What follows belongs to an exercise in optimizing a design on an open flow for small area, a short achievable clock period and few clock cycles per item; a production flow would make more cautious choices.
At most, simulation tests tie the RTL to the original design; equivalence was not proved.
No activity file was given, so power comes from the tool's default toggle rates.

Setup of the previous run:
==> flow/design.v <==
package iol_pkg;
    localparam int unsigned Cap  = 64;
    localparam int unsigned ValW = 32;
    localparam logic [2:0] MODE_GET  = 3'd0;
    localparam logic [2:0] MODE_HEAD = 3'd1;
    localparam logic [2:0] MODE_TAIL = 3'd2;
    localparam logic [2:0] MODE_AT   = 3'd3;
    localparam logic [2:0] MODE_DEL  = 3'd4;
    localparam logic [1:0] ST_DONE  = 2'd0;
    localparam logic [1:0] ST_RANGE = 2'd1;
    localparam logic [1:0] ST_FULL  = 2'd2;
endpackage
import iol_pkg::*;
module iol_mem (
    input  logic            i_clk,
    input  logic [Cap-1:0]  i_sel,
    input  logic            i_wr_en,
    input  logic [ValW-1:0] i_wr_data,
    output logic [ValW-1:0] o_rd_data
);
    logic [ValW-1:0] r_d [Cap];
    for (genvar i = 0; i < Cap; i++) begin : g_slot
        always_ff @(posedge i_clk) begin
            if (i_wr_en && i_sel[i]) r_d[i] <= i_wr_data;
        end
    end
    always_comb begin
        o_rd_data = '0;
        for (int i = 0; i < Cap; i++) o_rd_data |= {ValW{i_sel[i]}} & r_d[i];
    end
endmodule
import iol_pkg::*;
module iol_ctrl (
    input  logic             i_clk,
    input  logic             i_rst_n,
    input  logic             i_valid,
    output logic             o_ready,
    input  logic [47:0]      i_data,
    output logic [Cap-1:0]   o_sel,
    output logic             o_wr_en,
    output logic [ValW-1:0]  o_wr_data,
    input  logic [ValW-1:0]  i_rd_data,
    output logic             o_valid,
    input  logic             i_ready,
    output logic [47:0]      o_data
);
    logic            r1_v, r_fire;
    logic            r_hold1, r_hold2;    
    logic            r_ins_go, r_del_go;
    logic            r1_get, r1_ins, r1_at, r1_del;
    logic            r1_lt, r1_gt;    
    logic [ValW-1:0] r1_val;
    logic [Cap-1:0]  r1_oh;     
    logic [Cap-1:0]  r1_ge;     
    logic [6:0] r_len;
    logic [5:0] r_map [Cap];
    logic       full;
    assign full = r_len[6];
    logic            r2_v, r2_found, r2_wr;
    logic [Cap-1:0]  r2_sel;              
    logic [ValW-1:0] r2_val;
    logic [6:0]      r2_len;
    logic [1:0]      r2_st;
    logic [1:0]      r_qc;                
    logic [41:0]     r_q [2];             
    logic fire, take, pop, push;
    assign fire = r_fire;                 
    assign take = i_valid && o_ready;
    assign pop  = o_valid && i_ready;
    assign push = r2_v && (r_qc != 2'd2 || pop);
    logic ins_en, del_en;
    assign ins_en = r_ins_go;             
    assign del_en = r_del_go;             
    logic [5:0] look;           
    always_comb begin
        look = '0;
        for (int i = 0; i < Cap; i++) look |= {6{r1_oh[i]}} & r_map[i];
    end
    logic       ins_ok, del_ok, found;
    logic [1:0] st;
    logic [6:0] len_n, len_eff;
    assign ins_ok = r1_ins && !full && !(r1_at && r1_gt);
    assign del_ok = r1_del && r1_lt;
    assign found  = r1_get && r1_lt;
    always_comb begin
        st = ST_DONE;
        if ((r1_get || r1_del) && !r1_lt) st = ST_RANGE;
        else if (r1_at && r1_gt) st = ST_RANGE;
        else if (r1_ins && full) st = ST_FULL;
    end
    assign len_n   = ins_ok ? r_len + 7'd1 : del_ok ? r_len - 7'd1 : r_len;
    assign len_eff = fire ? len_n : r_len;    
    logic [7:0]     hi_n, lo_n;
    logic [Cap-1:0] sel_n;
    for (genvar k = 0; k < 8; k++) begin : g_dec
        assign hi_n[k] = r1_get ? look[5:3] == 3'(k) : r_map[Cap-1][5:3] == 3'(k);
        assign lo_n[k] = r1_get ? look[2:0] == 3'(k) : r_map[Cap-1][2:0] == 3'(k);
    end
    for (genvar i = 0; i < Cap; i++) begin : g_sel
        assign sel_n[i] = hi_n[i / 8] && lo_n[i % 8];
    end
    logic [2:0] in_mode;
    logic [9:0] in_pos, in_pe;
    logic       in_get, in_head, in_tail, in_at, in_del;
    assign in_mode = i_data[2:0];
    assign in_pos  = i_data[12:3];
    assign in_get  = in_mode == MODE_GET;
    assign in_head = in_mode == MODE_HEAD;
    assign in_tail = in_mode == MODE_TAIL;
    assign in_at   = in_mode == MODE_AT;
    assign in_del  = in_mode == MODE_DEL;
    assign in_pe   = in_head ? 10'd0 : in_tail ? {3'b0, len_eff} : in_pos;
    logic [Cap-1:0] oh_n, ge_n;
    for (genvar i = 0; i < Cap; i++) begin : g_in
        assign oh_n[i] = in_pe == 10'(i);
        assign ge_n[i] = !in_get && in_pe <= 10'(i);
    end
    logic [41:0] res;
    logic        q0_res, q0_next, q0_keep;
    assign o_sel     = r2_sel;
    assign o_wr_en   = r2_wr;
    assign o_wr_data = r2_val;
    assign res = {r2_len, r2_st, r2_found, i_rd_data | {ValW{!r2_found}}};
    assign q0_res  = push && r_qc - {1'b0, pop} == 2'd0;
    assign q0_next = !q0_res && pop;
    assign q0_keep = !q0_res && !pop;
    always_ff @(posedge i_clk) begin
        if (o_ready) begin
            r1_get <= in_get;
            r1_ins <= in_head || in_tail || in_at;
            r1_at  <= in_at;
            r1_del <= in_del;
            r1_lt  <= in_pos < {3'b0, len_eff};
            r1_gt  <= in_pos > {3'b0, len_eff};
            r1_val <= i_data[44:13];
        end
        r1_oh  <= ({Cap{o_ready}} & oh_n) | ({Cap{r_hold1}} & r1_oh);
        r1_ge  <= ({Cap{o_ready}} & ge_n) | ({Cap{r_hold1}} & r1_ge);
        r2_sel <= ({Cap{fire}} & sel_n) | ({Cap{r_hold2}} & r2_sel);
        r2_val <= ({ValW{fire}} & r1_val) | ({ValW{r_hold2}} & r2_val);
        if (fire) begin
            r_len    <= len_n;
            r2_wr    <= ins_en;
            r2_found <= found;
            r2_len   <= len_n;
            r2_st    <= st;
        end
        for (int i = 0; i < Cap; i++) begin
            if (ins_en && i > 0 && r1_ge[i-1 < 0 ? 0 : i-1])
                r_map[i] <= r_map[i-1 < 0 ? 0 : i-1];
            else if (ins_en && r1_oh[i]) r_map[i] <= r_map[Cap-1];
            else if (del_en && r1_ge[i])
                r_map[i] <= (i == Cap - 1) ? look : r_map[i+1 > Cap-1 ? Cap-1 : i+1];
        end
        r_q[0] <= ({42{q0_res}} & res) | ({42{q0_next}} & r_q[1]) | ({42{q0_keep}} & r_q[0]);
        if (push && r_qc - {1'b0, pop} == 2'd1) r_q[1] <= res;
        if (!i_rst_n) begin
            r1_v    <= 1'b0;
            r_fire  <= 1'b0;
            r_hold2 <= 1'b1;
            r_hold1 <= 1'b0;
            r_ins_go <= 1'b0;
            r_del_go <= 1'b0;
            r2_v    <= 1'b0;
            r_qc    <= '0;
            o_valid <= 1'b0;
            r_len   <= '0;
            o_ready <= 1'b1;
            for (int i = 0; i < Cap; i++) r_map[i] <= 6'(i);
        end else begin
            logic       n1v, n2v, nfire;
            logic [1:0] nqc;
            n1v   = take || (r1_v && !fire);
            n2v   = fire || (r2_v && !push);
            nqc   = r_qc - {1'b0, pop} + {1'b0, push};
            nfire = n1v && ({1'b0, n2v} + nqc <= 2'd2);
            r1_v    <= n1v;
            r_fire  <= nfire;
            r_hold2 <= !nfire;
            r_hold1 <= !(!n1v || nfire);
            r_ins_go <= nfire && !len_eff[6] &&
                        (o_ready ? (in_head || in_tail || in_at) : r1_ins);
            r_del_go <= nfire && (o_ready ? in_del : r1_del);
            r2_v    <= n2v;
            r_qc    <= nqc;
            o_valid <= nqc != 2'd0;
            o_ready <= !n1v || nfire;
        end
    end
    assign o_data = {2'b00, 4'b0, r_q[0]};
endmodule
import iol_pkg::*;
module indexed_ordered_list (
    input  logic        i_clk,
    input  logic        i_rst_n,
    input  logic        s_axis_tvalid,
    output logic        s_axis_tready,
    input  logic [47:0] s_axis_tdata,    
    output logic        m_axis_tvalid,
    input  logic        m_axis_tready,
    output logic [47:0] m_axis_tdata     
);
    logic [Cap-1:0]  sel;
    logic            wr_en;
    logic [ValW-1:0] wr_data, rd_data;
    iol_mem u_mem (
        .i_clk(i_clk), .i_sel(sel), .i_wr_en(wr_en), .i_wr_data(wr_data),
        .o_rd_data(rd_data)
    );
    iol_ctrl u_ctrl (
        .i_clk(i_clk), .i_rst_n(i_rst_n),
        .i_valid(s_axis_tvalid), .o_ready(s_axis_tready), .i_data(s_axis_tdata),
        .o_sel(sel), .o_wr_en(wr_en), .o_wr_data(wr_data), .i_rd_data(rd_data),
        .o_valid(m_axis_tvalid), .i_ready(m_axis_tready), .o_data(m_axis_tdata)
    );
endmodule
make LEC_CHECK=0 CAP_MARGIN=20 CORE_MARGIN=2 CORE_UTILIZATION=45 CTS_CLUSTER_DIAMETER=100 CTS_CLUSTER_SIZE=25 SETUP_SLACK_MARGIN=3.1 SLEW_MARGIN=20 finish   # period 6.0 ns
run.sh (not shown) runs the stock make flow with config.mk's settings and CLKGATE_MAP_FILE= SYNTH_SCRIPT=/design/flow/synth_recipe.tcl, a recipe that flattens the netlist after the stock synthesis.
The previous run went all the way through the flow, and no timing, DRC or antenna check failed.
## Diff of input files: the current run against the previous run
diff --git a/flow/design.v b/flow/design.v
--- a/flow/design.v
+++ b/flow/design.v
@@ -44,10 +44,8 @@
     input  logic             i_ready,
     output logic [47:0]      o_data
 );
     logic            r1_v, r_fire;
-    logic            r_hold1, r_hold2;    
-    logic            r_ins_go, r_del_go;
     logic            r1_get, r1_ins, r1_at, r1_del;
     logic            r1_lt, r1_gt;    
     logic [ValW-1:0] r1_val;
     logic [Cap-1:0]  r1_oh;     
@@ -68,10 +66,10 @@
     assign take = i_valid && o_ready;
     assign pop  = o_valid && i_ready;
     assign push = r2_v && (r_qc != 2'd2 || pop);
     logic ins_en, del_en;
-    assign ins_en = r_ins_go;             
-    assign del_en = r_del_go;             
+    assign ins_en = fire && r1_ins && !full;
+    assign del_en = fire && r1_del;
     logic [5:0] look;           
     always_comb begin
         look = '0;
         for (int i = 0; i < Cap; i++) look |= {6{r1_oh[i]}} & r_map[i];
@@ -109,13 +107,8 @@
     assign in_tail = in_mode == MODE_TAIL;
     assign in_at   = in_mode == MODE_AT;
     assign in_del  = in_mode == MODE_DEL;
     assign in_pe   = in_head ? 10'd0 : in_tail ? {3'b0, len_eff} : in_pos;
-    logic [Cap-1:0] oh_n, ge_n;
-    for (genvar i = 0; i < Cap; i++) begin : g_in
-        assign oh_n[i] = in_pe == 10'(i);
-        assign ge_n[i] = !in_get && in_pe <= 10'(i);
-    end
     logic [41:0] res;
     logic        q0_res, q0_next, q0_keep;
     assign o_sel     = r2_sel;
     assign o_wr_en   = r2_wr;
@@ -132,16 +125,18 @@
             r1_del <= in_del;
             r1_lt  <= in_pos < {3'b0, len_eff};
             r1_gt  <= in_pos > {3'b0, len_eff};
             r1_val <= i_data[44:13];
-        end
-        r1_oh  <= ({Cap{o_ready}} & oh_n) | ({Cap{r_hold1}} & r1_oh);
-        r1_ge  <= ({Cap{o_ready}} & ge_n) | ({Cap{r_hold1}} & r1_ge);
-        r2_sel <= ({Cap{fire}} & sel_n) | ({Cap{r_hold2}} & r2_sel);
-        r2_val <= ({ValW{fire}} & r1_val) | ({ValW{r_hold2}} & r2_val);
+            for (int i = 0; i < Cap; i++) begin
+                r1_oh[i] <= in_pe == 10'(i);
+                r1_ge[i] <= !in_get && in_pe <= 10'(i);
+            end
+        end
         if (fire) begin
             r_len    <= len_n;
+            r2_sel   <= sel_n;
             r2_wr    <= ins_en;
+            r2_val   <= r1_val;
             r2_found <= found;
             r2_len   <= len_n;
             r2_st    <= st;
         end
@@ -156,12 +151,8 @@
         if (push && r_qc - {1'b0, pop} == 2'd1) r_q[1] <= res;
         if (!i_rst_n) begin
             r1_v    <= 1'b0;
             r_fire  <= 1'b0;
-            r_hold2 <= 1'b1;
-            r_hold1 <= 1'b0;
-            r_ins_go <= 1'b0;
-            r_del_go <= 1'b0;
             r2_v    <= 1'b0;
             r_qc    <= '0;
             o_valid <= 1'b0;
             r_len   <= '0;
@@ -175,13 +166,8 @@
             nqc   = r_qc - {1'b0, pop} + {1'b0, push};
             nfire = n1v && ({1'b0, n2v} + nqc <= 2'd2);
             r1_v    <= n1v;
             r_fire  <= nfire;
-            r_hold2 <= !nfire;
-            r_hold1 <= !(!n1v || nfire);
-            r_ins_go <= nfire && !len_eff[6] &&
-                        (o_ready ? (in_head || in_tail || in_at) : r1_ins);
-            r_del_go <= nfire && (o_ready ? in_del : r1_del);
             r2_v    <= n2v;
             r_qc    <= nqc;
             o_valid <= nqc != 2'd0;
             o_ready <= !n1v || nfire;
Results
The final reports for the current run and the previous run show total wire length after detailed routing higher in the former.
Cmp the current run and the previous run / worst hold margin / higher: the previous run
On the current run: count of clock-buffer cells in the layout is 20 lower than what the previous run gave.
A end point of the critical path of u_ctrl.r2_sel[50]$_DFF_P_ is what the previous run shows, while u_ctrl.r2_sel[54]$_DFFE_PP_ belongs to the current run.
On combinational share of power: the current run sits above the previous run.
Total inserted antenna cells: higher on the current run
Diff the previous run -> the current run: sequential cell count roughly the same; shortest clock period the worst path allows after layout increased by 0.33 ns relative to the old numbers.
Measured against each other, the current run and the previous run differ in number of cells in the finished layout apart from fillers, the higher figure coming from the current run.
Run comparison: the previous run peak-usage layer in the global routing report met2; the current run peak-usage layer in the global routing report met1
Looking at relative contribution of the clock network to total power, the current run sits 4.5 points below the previous run.
The first-pass GRT wire length of the current run is higher than that of the previous run.
Testbench counts of the current run, summed over its fixed seeds: cycles 20,024, items 20,000.
For the previous run, only the layout was checked, not whether the RTL still works.

==> static timing again, ports no longer ideal <==
In the flow no input, the clock included, has a driving cell. The finished layouts below were timed again as built, in two steps.
Step 1 (the two cells are an assumption about what drives the block):
set clk [get_ports {i_clk}]
set_driving_cell -lib_cell sky130_fd_sc_hd__clkbuf_16 $clk
set_driving_cell -lib_cell sky130_fd_sc_hd__buf_2 [delete_from_list [all_inputs] $clk]
Step 2 also shifts input and output timing later by t, the mid clock arrival at the registers, as if the neighbouring blocks saw the same clock.
Slacks: ideal / step 1 / step 2; pairs: ideal / step 1.
run | t (ns) | setup slack, ns | worst setup path at the end | clock arrival spread, ns | worst data-port slew with drivers (ns)
the previous run | 0.971 | 2.931 / 2.931 / 2.321 | input to register | 0.066 / 0.066 | 0.09
the current run | 0.955 | 2.598 / 2.598 / 2.271 | input to register | 0.072 / 0.073 | 0.14
After both steps setup and hold are still met in every run listed. For the previous run, which loses most, drivers alone change the setup slack by 0.000 ns; drivers and shift together by -0.610 ns.
